From an optimization exercise on the open Yosys and OpenROAD flow, aimed at small area; shortcuts taken in it are not production practice. Only simulation tests tie the RTL to the original design; equivalence was not proved. Power and IR drop assume default switching activity.

File: run.sh
#!/bin/bash
# synth_recipe.tcl (not shown) runs the flow's synth.tcl, then flattens the netlist and writes it again
# the make line also repeats each setting of config.mk as NAME=value (left out here)
make -C /OpenROAD-flow-scripts/flow DESIGN_CONFIG=/design/flow/config.mk WORK_HOME=/design/flow/orfs CLKGATE_MAP_FILE= SYNTH_SCRIPT=/design/flow/synth_recipe.tcl finish
File: config.mk
export PLATFORM = sky130hd
export DESIGN_NAME = invaders_top
export DESIGN_NICKNAME = invaders_top
export VERILOG_FILES = /design/flow/design.v
export SDC_FILE = /design/flow/constraint.sdc
export NUM_CORES = 4
export LEC_CHECK = 0
export CAP_MARGIN = 20
export CORE_MARGIN = 2
export CORE_UTILIZATION = 40
export SLEW_MARGIN = 20
File: constraint.sdc
create_clock -name core_clock -period 8.0 [get_ports {clk}]
set_input_delay 1.6000 -clock core_clock [delete_from_list [all_inputs] [get_ports {clk}]]
set_output_delay 1.6000 -clock core_clock [all_outputs]
set_load 0.01 [all_outputs]
File: design.v
`default_nettype none
package invaders_pkg;
    typedef logic [9:0] coord_t;
    typedef struct packed {
        coord_t x;
        coord_t y;
    } pos_t;
    typedef struct packed {
        logic       game_over;
        logic       game_win;
        logic [1:0] lives;
    } status_t;
    localparam int SCREEN_WIDTH  = 640;
    localparam int SCREEN_HEIGHT = 480;
    localparam int   ALIEN_W         = 16;
    localparam int   ALIEN_H         = 16;
    localparam int   ALIEN_H_SPACING = 60;
    localparam int   ALIEN_V_SPACING = 45;
    localparam pos_t ALIEN_START     = {10'd50, 10'd50};
    localparam int   ALIEN_STEP      = 2;
    localparam int   ALIEN_DROP      = 20;
    localparam int     SHIP_W       = 16;
    localparam int     SHIP_H       = 30;
    localparam coord_t SHIP_Y       = 10'd440;
    localparam coord_t SHIP_START_X = 10'd320;
    localparam int     ROCKET_W     = 7;
    localparam int     ROCKET_H     = 3;
    localparam int     ROCKET_SPEED = 2;
    localparam int     LASER_W      = 7;
    localparam int     LASER_H      = 3;
    localparam int     LASER_SPEED  = 1;
    localparam logic [5:0]  EXPLOSION_TICKS = 6'd35;
    localparam logic [1:0]  START_LIVES     = 2'd3;
    localparam logic [7:0]  POINTS_PER_KILL = 8'd10;
    localparam logic [7:0]  START_PERIOD    = 8'd8;
    localparam logic [15:0] LFSR_SEED       = 16'hACE1;
    localparam logic [2:0] REG_CONTROL    = 3'd0;
    localparam logic [2:0] REG_STATUS     = 3'd1;
    localparam logic [2:0] REG_SCORE      = 3'd2;
    localparam logic [2:0] REG_HIGH_SCORE = 3'd3;
    localparam logic [2:0] REG_SHIP_X     = 3'd4;
    localparam logic [2:0] REG_ALIVE      = 3'd5;
endpackage
`default_nettype wire
`timescale 1ns/1ps
`default_nettype none
import invaders_pkg::*;
module alien_fleet #(
    parameter int ALIEN_COLS = 6,
    parameter int ALIEN_ROWS = 3
) (
    input  wire logic                             clk,
    input  wire logic                             reset,
    input  wire logic                             step,
    input  wire logic                             restart,
    input  wire logic                             kill,
    input  wire logic [4:0]                       kill_index,
    input  wire logic                             period_dec,
    output invaders_pkg::pos_t                    fleet_origin,
    output logic [ALIEN_COLS*ALIEN_ROWS-1:0]      alive,
    output logic                                  bottom_reached
);
    logic                  dir_right;
    logic [7:0]            period;
    logic [7:0]            count;
    logic [ALIEN_COLS-1:0] col_live;
    logic [ALIEN_ROWS-1:0] row_live;
    int                    left_col;
    int                    right_col;
    int                    low_row;
    invaders_pkg::coord_t                left_edge;
    invaders_pkg::coord_t                right_edge;
    invaders_pkg::coord_t                bottom_edge;
    logic                  hit_edge;
    always_comb begin
        col_live = '0;
        row_live = '0;
        for (int r = 0; r < ALIEN_ROWS; r++) begin
            for (int c = 0; c < ALIEN_COLS; c++) begin
                if (alive[r*ALIEN_COLS + c]) begin
                    col_live[c] = 1'b1;
                    row_live[r] = 1'b1;
                end
            end
        end
    end
    always_comb begin
        left_col  = 0;
        right_col = 0;
        low_row   = 0;
        for (int c = ALIEN_COLS - 1; c >= 0; c--) begin
            if (col_live[c]) left_col = c;
        end
        for (int c = 0; c < ALIEN_COLS; c++) begin
            if (col_live[c]) right_col = c;
        end
        for (int r = 0; r < ALIEN_ROWS; r++) begin
            if (row_live[r]) low_row = r;
        end
    end
    assign left_edge   = fleet_origin.x + invaders_pkg::coord_t'(left_col * ALIEN_H_SPACING);
    assign right_edge  = fleet_origin.x + invaders_pkg::coord_t'(right_col * ALIEN_H_SPACING + ALIEN_W);
    assign bottom_edge = fleet_origin.y + invaders_pkg::coord_t'(low_row * ALIEN_V_SPACING + ALIEN_H);
    assign hit_edge = dir_right ? (right_edge + ALIEN_STEP > SCREEN_WIDTH)
                                : (left_edge < ALIEN_STEP);
    assign bottom_reached = (|alive) && (bottom_edge >= SHIP_Y - 50);
    always_ff @(posedge clk or posedge reset) begin
        if (reset) begin
            fleet_origin <= ALIEN_START;
            dir_right    <= 1'b1;
            period       <= START_PERIOD;
            count        <= '0;
            alive        <= '1;
        end else if (restart) begin
            fleet_origin <= ALIEN_START;
            dir_right    <= 1'b1;
            period       <= START_PERIOD;
            count        <= '0;
            alive        <= '1;
        end else if (step) begin
            if (kill) begin
                alive[kill_index] <= 1'b0;
            end
            if (period_dec && period > 8'd1) begin
                period <= period - 8'd1;
            end
            if (count + 8'd1 >= period) begin
                count <= '0;
                if (hit_edge) begin
                    dir_right      <= !dir_right;
                    fleet_origin.y <= fleet_origin.y + invaders_pkg::coord_t'(ALIEN_DROP);
                end else if (dir_right) begin
                    fleet_origin.x <= fleet_origin.x + invaders_pkg::coord_t'(ALIEN_STEP);
                end else begin
                    fleet_origin.x <= fleet_origin.x - invaders_pkg::coord_t'(ALIEN_STEP);
                end
            end else begin
                count <= count + 8'd1;
            end
        end
    end
endmodule
`default_nettype wire
`timescale 1ns/1ps
`default_nettype none
import invaders_pkg::*;
module rocket_unit #(
    parameter int ALIEN_COLS = 6,
    parameter int ALIEN_ROWS = 3
) (
    input  wire logic                             clk,
    input  wire logic                             reset,
    input  wire logic                             step,
    input  wire logic                             restart,
    input  wire logic                             fire,
    input  wire logic                             left,
    input  wire logic                             right,
    input  wire logic                             ship_hit,
    input  wire invaders_pkg::pos_t               fleet_origin,
    input  wire logic [ALIEN_COLS*ALIEN_ROWS-1:0] alive,
    output invaders_pkg::pos_t                    ship_pos,
    output logic                                  kill,
    output logic [4:0]                            kill_index
);
    invaders_pkg::coord_t     ship_x;
    logic [5:0] explode_timer;
    logic       rocket_active;
    invaders_pkg::pos_t       rocket;
    logic       hit;
    assign ship_pos = {ship_x, SHIP_Y};
    always_comb begin
        invaders_pkg::coord_t ax;
        invaders_pkg::coord_t ay;
        hit        = 1'b0;
        kill_index = '0;
        for (int i = ALIEN_COLS*ALIEN_ROWS - 1; i >= 0; i--) begin
            ax = fleet_origin.x + invaders_pkg::coord_t'((i % ALIEN_COLS) * ALIEN_H_SPACING);
            ay = fleet_origin.y + invaders_pkg::coord_t'((i / ALIEN_COLS) * ALIEN_V_SPACING);
            if (alive[i] && rocket.x < ax + ALIEN_W && rocket.x + ROCKET_W > ax
                    && rocket.y < ay + ALIEN_H && rocket.y + ROCKET_H > ay) begin
                hit        = 1'b1;
                kill_index = 5'(i);
            end
        end
    end
    assign kill = step && rocket_active && hit;
    always_ff @(posedge clk or posedge reset) begin
        if (reset) begin
            ship_x        <= SHIP_START_X;
            explode_timer <= '0;
            rocket_active <= 1'b0;
            rocket        <= '0;
        end else if (restart) begin
            ship_x        <= SHIP_START_X;
            explode_timer <= '0;
            rocket_active <= 1'b0;
            rocket        <= '0;
        end else if (step) begin
            if (right) begin
                if (ship_x < SCREEN_WIDTH - SHIP_W - 1) ship_x <= ship_x + 1'b1;
            end else if (left && ship_x > 1) begin
                ship_x <= ship_x - 1'b1;
            end
            if (ship_hit) begin
                explode_timer <= EXPLOSION_TICKS;
            end else if (explode_timer != '0) begin
                explode_timer <= explode_timer - 1'b1;
            end
            if (kill) begin
                rocket_active <= 1'b0;
            end else if (rocket_active) begin
                if (rocket.y < ROCKET_SPEED) begin
                    rocket_active <= 1'b0;
                end else begin
                    rocket.y <= rocket.y - invaders_pkg::coord_t'(ROCKET_SPEED);
                end
            end else if (fire && explode_timer == '0) begin
                rocket_active <= 1'b1;
                rocket.x      <= ship_x + invaders_pkg::coord_t'((SHIP_W - ROCKET_W) / 2);
                rocket.y      <= SHIP_Y - invaders_pkg::coord_t'(ROCKET_H);
            end
        end
    end
endmodule
`default_nettype wire
`timescale 1ns/1ps
`default_nettype none
import invaders_pkg::*;
module alien_laser #(
    parameter int ALIEN_COLS = 6,
    parameter int ALIEN_ROWS = 3
) (
    input  wire logic                             clk,
    input  wire logic                             reset,
    input  wire logic                             step,
    input  wire logic                             restart,
    input  wire invaders_pkg::pos_t               fleet_origin,
    input  wire logic [ALIEN_COLS*ALIEN_ROWS-1:0] alive,
    input  wire invaders_pkg::pos_t               ship_pos,
    output logic                                  ship_hit
);
    localparam int CW = $clog2(ALIEN_COLS + 1);
    localparam int RW = $clog2(ALIEN_ROWS + 1);
    logic [15:0]   lfsr;
    logic          laser_active;
    invaders_pkg::pos_t          laser;
    logic [CW-1:0] scan_col;
    logic [RW-1:0] scan_row;
    logic          can_shoot;
    invaders_pkg::coord_t        shoot_x;
    invaders_pkg::coord_t        shoot_y;
    logic          overlap;
    always_ff @(posedge clk or posedge reset) begin
        if (reset) begin
            lfsr <= LFSR_SEED;
        end else if (restart) begin
            lfsr <= LFSR_SEED;
        end else begin
            lfsr <= {lfsr[14:0], lfsr[15] ^ lfsr[13] ^ lfsr[12] ^ lfsr[10]};
        end
    end
    always_comb begin
        can_shoot = alive[int'(scan_row) * ALIEN_COLS + int'(scan_col)];
        for (int r = 0; r < ALIEN_ROWS; r++) begin
            if (r > int'(scan_row) && alive[r*ALIEN_COLS + int'(scan_col)]) begin
                can_shoot = 1'b0;
            end
        end
    end
    assign shoot_x = fleet_origin.x
                   + invaders_pkg::coord_t'(int'(scan_col) * ALIEN_H_SPACING + (ALIEN_W - LASER_W) / 2);
    assign shoot_y = fleet_origin.y + invaders_pkg::coord_t'(int'(scan_row) * ALIEN_V_SPACING + ALIEN_H);
    assign overlap = laser.x < ship_pos.x + SHIP_W && laser.x + LASER_W > ship_pos.x
                  && laser.y < ship_pos.y + SHIP_H && laser.y + LASER_H > ship_pos.y;
    assign ship_hit = step && laser_active && overlap;
    always_ff @(posedge clk or posedge reset) begin
        if (reset) begin
            laser_active <= 1'b0;
            laser        <= '0;
            scan_col     <= '0;
            scan_row     <= '0;
        end else if (restart) begin
            laser_active <= 1'b0;
            laser        <= '0;
            scan_col     <= '0;
            scan_row     <= '0;
        end else if (step) begin
            if (ship_hit) begin
                laser_active <= 1'b0;
            end else if (laser_active) begin
                if (laser.y + LASER_H >= SCREEN_HEIGHT) begin
                    laser_active <= 1'b0;
                end else begin
                    laser.y <= laser.y + invaders_pkg::coord_t'(LASER_SPEED);
                end
            end else begin
                if (can_shoot && lfsr[0]) begin
                    laser_active <= 1'b1;
                    laser        <= {shoot_x, shoot_y};
                end
                if (scan_col == CW'(ALIEN_COLS - 1)) begin
                    scan_col <= '0;
                    scan_row <= (scan_row == RW'(ALIEN_ROWS - 1)) ? '0 : scan_row + 1'b1;
                end else begin
                    scan_col <= scan_col + 1'b1;
                end
            end
        end
    end
endmodule
`default_nettype wire
`timescale 1ns/1ps
`default_nettype none
import invaders_pkg::*;
module game_status #(
    parameter int ALIEN_COLS = 6,
    parameter int ALIEN_ROWS = 3
) (
    input  wire logic                             clk,
    input  wire logic                             reset,
    input  wire logic                             step,
    input  wire logic                             restart,
    input  wire logic                             kill,
    input  wire logic                             ship_hit,
    input  wire logic                             bottom_reached,
    input  wire logic [ALIEN_COLS*ALIEN_ROWS-1:0] alive,
    output invaders_pkg::status_t                 status,
    output logic [7:0]                            score,
    output logic [7:0]                            high_score,
    output logic                                  period_dec
);
    logic [1:0] kill_count;
    assign period_dec = step && kill && kill_count == 2'd2;
    always_ff @(posedge clk or posedge reset) begin
        if (reset) begin
            status     <= {1'b0, 1'b0, START_LIVES};
            score      <= '0;
            high_score <= '0;
            kill_count <= '0;
        end else begin
            if (score > high_score) high_score <= score;
            if (restart) begin
                status     <= {1'b0, 1'b0, START_LIVES};
                score      <= '0;
                kill_count <= '0;
            end else begin
                if (step && kill) begin
                    score      <= score + POINTS_PER_KILL;
                    kill_count <= (kill_count == 2'd2) ? 2'd0 : kill_count + 2'd1;
                end
                if (step && ship_hit && status.lives != 2'd0) begin
                    status.lives <= status.lives - 2'd1;
                end
                if (status.lives == 2'd0 || bottom_reached) status.game_over <= 1'b1;
                if (alive == '0) status.game_win <= 1'b1;
            end
        end
    end
endmodule
`default_nettype wire
`timescale 1ns/1ps
`default_nettype none
import invaders_pkg::*;
module invaders_regs #(
    parameter int ALIEN_COLS = 6,
    parameter int ALIEN_ROWS = 3
) (
    input  wire logic                             clk,
    input  wire logic                             reset,
    input  wire logic                             frame_tick,
    input  wire logic                             wb_cyc,
    input  wire logic                             wb_stb,
    input  wire logic                             wb_we,
    input  wire logic [2:0]                       wb_adr,
    input  wire logic [31:0]                      wb_dat_w,
    output logic [31:0]                           wb_dat_r,
    output logic                                  wb_ack,
    input  wire invaders_pkg::status_t            status,
    input  wire logic [7:0]                       score,
    input  wire logic [7:0]                       high_score,
    input  wire invaders_pkg::pos_t               ship_pos,
    input  wire logic [ALIEN_COLS*ALIEN_ROWS-1:0] alive,
    output logic                                  step,
    output logic                                  restart
);
    logic        run;
    logic        req;
    logic [31:0] read_data;
    assign req  = wb_cyc && wb_stb && !wb_ack;
    assign step = frame_tick && run && !status.game_over && !status.game_win;
    always_comb begin
        case (wb_adr)
            REG_CONTROL:    read_data = {31'b0, run};
            REG_STATUS:     read_data = 32'(status);
            REG_SCORE:      read_data = 32'(score);
            REG_HIGH_SCORE: read_data = 32'(high_score);
            REG_SHIP_X:     read_data = 32'(ship_pos.x);
            REG_ALIVE:      read_data = 32'(alive);
            default:        read_data = '0;
        endcase
    end
    always_ff @(posedge clk or posedge reset) begin
        if (reset) begin
            run     <= 1'b0;
            wb_ack  <= 1'b0;
            restart <= 1'b0;
        end else begin
            wb_ack  <= req;
            restart <= 1'b0;
            if (req && wb_we && wb_adr == REG_CONTROL) begin
                run     <= wb_dat_w[0];
                restart <= wb_dat_w[1];
            end
        end
    end
    always_ff @(posedge clk) begin
        if (req) wb_dat_r <= read_data;
    end
endmodule
`default_nettype wire
`timescale 1ns/1ps
`default_nettype none
import invaders_pkg::*;
module invaders_top #(
    parameter int ALIEN_COLS = 6,
    parameter int ALIEN_ROWS = 3
) (
    input  wire logic        clk,
    input  wire logic        reset,
    input  wire logic        frame_tick,
    input  wire logic        fire,
    input  wire logic        left,
    input  wire logic        right,
    input  wire logic        wb_cyc,
    input  wire logic        wb_stb,
    input  wire logic        wb_we,
    input  wire logic [2:0]  wb_adr,
    input  wire logic [31:0] wb_dat_w,
    output logic [31:0]      wb_dat_r,
    output logic             wb_ack
);
    logic                             step;
    logic                             restart;
    invaders_pkg::pos_t                             fleet_origin;
    invaders_pkg::pos_t                             ship_pos;
    logic [ALIEN_COLS*ALIEN_ROWS-1:0] alive;
    logic                             bottom_reached;
    logic                             kill;
    logic [4:0]                       kill_index;
    logic                             ship_hit;
    logic                             fleet_period_dec;
    invaders_pkg::status_t                          status;
    logic [7:0]                       score;
    logic [7:0]                       high_score;
    invaders_regs #(.ALIEN_COLS(ALIEN_COLS), .ALIEN_ROWS(ALIEN_ROWS)) u_regs (
        .clk        (clk),
        .reset      (reset),
        .frame_tick (frame_tick),
        .wb_cyc     (wb_cyc),
        .wb_stb     (wb_stb),
        .wb_we      (wb_we),
        .wb_adr     (wb_adr),
        .wb_dat_w   (wb_dat_w),
        .wb_dat_r   (wb_dat_r),
        .wb_ack     (wb_ack),
        .status     (status),
        .score      (score),
        .high_score (high_score),
        .ship_pos   (ship_pos),
        .alive      (alive),
        .step       (step),
        .restart    (restart)
    );
    alien_fleet #(.ALIEN_COLS(ALIEN_COLS), .ALIEN_ROWS(ALIEN_ROWS)) u_fleet (
        .clk            (clk),
        .reset          (reset),
        .step           (step),
        .restart        (restart),
        .kill           (kill),
        .kill_index     (kill_index),
        .period_dec     (fleet_period_dec),
        .fleet_origin   (fleet_origin),
        .alive          (alive),
        .bottom_reached (bottom_reached)
    );
    rocket_unit #(.ALIEN_COLS(ALIEN_COLS), .ALIEN_ROWS(ALIEN_ROWS)) u_rocket (
        .clk          (clk),
        .reset        (reset),
        .step         (step),
        .restart      (restart),
        .fire         (fire),
        .left         (left),
        .right        (right),
        .ship_hit     (ship_hit),
        .fleet_origin (fleet_origin),
        .alive        (alive),
        .ship_pos     (ship_pos),
        .kill         (kill),
        .kill_index   (kill_index)
    );
    alien_laser #(.ALIEN_COLS(ALIEN_COLS), .ALIEN_ROWS(ALIEN_ROWS)) u_laser (
        .clk          (clk),
        .reset        (reset),
        .step         (step),
        .restart      (restart),
        .fleet_origin (fleet_origin),
        .alive        (alive),
        .ship_pos     (ship_pos),
        .ship_hit     (ship_hit)
    );
    game_status #(.ALIEN_COLS(ALIEN_COLS), .ALIEN_ROWS(ALIEN_ROWS)) u_status (
        .clk            (clk),
        .reset          (reset),
        .step           (step),
        .restart        (restart),
        .kill           (kill),
        .ship_hit       (ship_hit),
        .bottom_reached (bottom_reached),
        .alive          (alive),
        .status         (status),
        .score          (score),
        .high_score     (high_score),
        .period_dec     (fleet_period_dec)
    );
endmodule
`default_nettype wire
==> metrics.cfg <==
[clock_network]
cts_made_buffers = 17
root_buffer = clkbuf_16
cts.sinks = 173
hold_buffers = 0
cts_resized = 0
clk_latency_ns = 0.45
clk_pin_slew_ns = 0.07
cts_max_level = 4
cts_setup_buffers = 0
cts_tree = yes
cts_buffer_depth = 2

[global_routing]
grtUsageTotal_pct = 21.12
grt_max_degree = 99
antenna_found_initial = 1
grt_pass1_vias = 15530
grt_pass1_wl_um = 83700
overflow = 0

[floorplanning]
fp.dieH_um = 221.7
fp.dieW_um = 221.7
io_pins = 77
start_util_pct = 40.65
dieArea_mm2 = 0.04917
design.core.area_mm2 = 0.04665
num_rows = 79

[sta]
drv_slew = 0
fmax_ghz = 0.1484
skew_ns = 0.01206
post-route-min-period_ns = 6.739
slew_headroom_pct = 25.65
worst_pin_slew_ns = 1.107
whs_ns = 0.4298
finalSetupViolCount = 0
hold_viol_final = 0
grt_setup_unrepaired = false
timing.final.crit_share_pct = 84.23
setup_tns_ns = 0

[pwr]
ir_drop_mv = 0.1455
p_total_mw = 2.906
powerDensity_mw_per_mm2 = 143.0
leakage_nw = 9.202

[yosys]
yosysWarningCount = 5
netlist_instances = 2152
synthTopCellsByArea = ha_1, dfrtp_1, xnor2_1
synth_area_mm2 = 0.01896
ys_ff_latch = 173
synth_edf_count = 18
synth_top_area_share_pct = 21.38
async_reset_ff_share_pct = 89.60
synth_commonest_cells = ha_1, inv_1, nor2_1
synth_ff_type = dfrtp_1
yosysMostFrequentCell = ha_1
synth_top_cell_by_area = ha_1
syn_area_per_cell_um2 = 8.812
ys_types = 114
ys_seq_area_share_pct = 23.56

[critical_path]
cp.arrival_ns = 7.08
worstPathMaxFanout = 22
critPathKind = reg -> reg
crit_path_start_kind = flop
required_ns = 8.34
end_kind = flop

[worst_hold_path]
hold_path_class = reg -> reg

[place]
gp_congestion = 0.8889
hpwl_um = 38890
io_buffers = 32

[finish]
syn_to_final_growth_pct = 7.132
final_nets = 2533
utilization_pct = 43.54
layout-drive-gt1-share_pct = 7.315
diodes = 0

[routing]
wl_per_cell_um = 18.70
vias_per_cell = 5.757
ant_nets = 0
via_count = 15930
wirelength_um = 51750
drt_iter0_markers = 1088
drtPass1Iterations = 19
drc_errors = 0

[status]
status = finished clean

[job]
cap_violations = 0

==> placed cells by master (no fill, tap or decap), types with 30 or more instances in the layout <==
cell type,Yosys,final
a211oi_1,32,31
a21o_1,35,35
a21oi_1,118,118
a31oi_1,41,41
clkdlybuf4s50_1,0,32
dfrtp_1,117,116
dfstp_2,38,38
ha_1,324,324
inv_1,162,161
nand2_1,118,118
nand3_1,66,66
nand4_1,30,30
nor2_1,160,159
nor2b_1,33,33
nor3_1,59,59
o21ai_0,89,89
or3_1,30,30
xnor2_1,135,135
xor2_1,40,40
==> cells by family (layout without fill, tap and decap cells) <==
| group | count (synthesis) | after routing | synth area share, % |
|---|---|---|---|
| AND/OR/NAND/NOR | 650 | 650 | 17.70 |
| AO/OA/AOI/OAI | 507 | 507 | 18.26 |
| adder cells (fa/ha/maj) | 343 | 343 | 23.34 |
| buffers and inverters | 252 | 245 | 5.694 |
| XOR/XNOR | 176 | 176 | 8.168 |
| flip-flops | 173 | 173 | 23.56 |
| multiplexers | 49 | 49 | 3.253 |
| other | 2 | 17 | 0.03960 |
==> stage by stage <==
stage,area [um^2],setup slack (ns),cells
finish,20320,1.261,2767
global route,20320,0.8619,2767
CTS,20320,1.372,2767
detailed placement,19770,1.407,2735
global placement,19770,1.500,2735
floorplan,19020,2.285,2167
==> power by group <==
part | internal (mW) | leakage (nW) | switching (mW)
clock | 0.407 | 0.259 | 0.384
combinational | 0.439 | 6.86 | 0.541
sequential | 1.00 | 2.09 | 0.132
==> metal layers <==
metal / vias up / GRT usage (%) / part of all wire (%)
li1: 7751 / - / -
met4: 2 / 6.800 / 2.7
met1: 7698 / 28.19 / 44
met2: 388 / 35.28 / 47
met3: 92 / 2.876 / 5.8
met5: - / 0 / 0.025
==> path summary, 6_finish.rpt <==
check                                               from                 endpoint  slack, ns  cells after the start
max in group asynchronous                          reset  u_fleet.fleet_origin[2]       4.96                      3
worst min register to register           u_laser.lfsr[9]         u_laser.lfsr[10]       0.43                      1
worst max-delay path            u_fleet.fleet_origin[14]         u_fleet.alive[6]       1.26                     25
worst max register to register  u_fleet.fleet_origin[14]         u_fleet.alive[6]       1.26                     25
min in group asynchronous                          reset           u_regs.restart       1.72                      2
worst min-delay path                     u_laser.lfsr[9]         u_laser.lfsr[10]       0.43                      1
==> registers in the layout, indices dropped and copies added, names as in the netlist, 3 cells and up <==
name and flops:
u_fleet.count 8, u_status.status 4, u_fleet.period 8, u_laser.scan_col 3, u_regs.wb_dat_r 18, u_fleet.alive 18
u_laser.laser 20, u_fleet.fleet_origin 18, u_status.high_score 7, u_status.score 7, u_rocket.rocket 20, u_rocket.ship_x 10
u_laser.lfsr 16, u_rocket.explode_timer 6
==> worst max-delay path, stage by stage, from the launching register on <==
cell,delay [ns]
dfstp_2,0.92
inv_1,0.39
ha_1,0.45
nand2b_1,0.17
xnor2_1,0.25
inv_1,0.12
nor3_1,0.33
nand3_1,0.14
xnor2_1,0.16
ha_1,0.28
o21a_1,0.11
nor2_1,0.04
a31oi_1,0.17
a32oi_1,0.30
nand2_1,0.27
o21ai_1,0.11
o21a_1,0.21
o32ai_1,0.48
nor2_1,0.20
inv_1,0.09
ha_1,0.23
nor3_1,0.08
and4_1,0.24
a2111o_1,0.41
a21oi_2,0.33
a31oi_1,0.15
==> layout make-up <==
type,count,area (um^2)
fillers,4573,26340
multi-input cells,1742,13490
flip-flops and latches,173,4471
well taps,607,759.5
inverters,167,631.9
clock buffers,20,436.7
repair buffers,46,425.4
clock inverters,12,105.1

[separate check: timing with driven ports]
The results above use ideal ports. As a check the final layout listed here was re-extracted and re-timed, cells and wires unchanged.
Step 1 assumes that a clkbuf_16 drives the clock port and a buf_2 every other input.
Step 2 also shifts input and output timing later by t, the mid clock arrival at the registers, as if the neighbouring blocks saw the same clock.
Slacks: ideal / step 1 / step 2; pairs: ideal / step 1.
t, ns: 0.490
setup slack, ns: 1.261 / 1.261 / 1.261
worst hold slack (ns): 0.430 / 0.430 / 0.430
latest minus earliest clock arrival (ns): 0.013 / 0.013
worst slew at a driven data input, ns: 0.04
After both steps setup and hold are still met in this run. For this run, drivers alone change the setup slack by 0.000 ns; drivers and shift together by 0.000 ns.
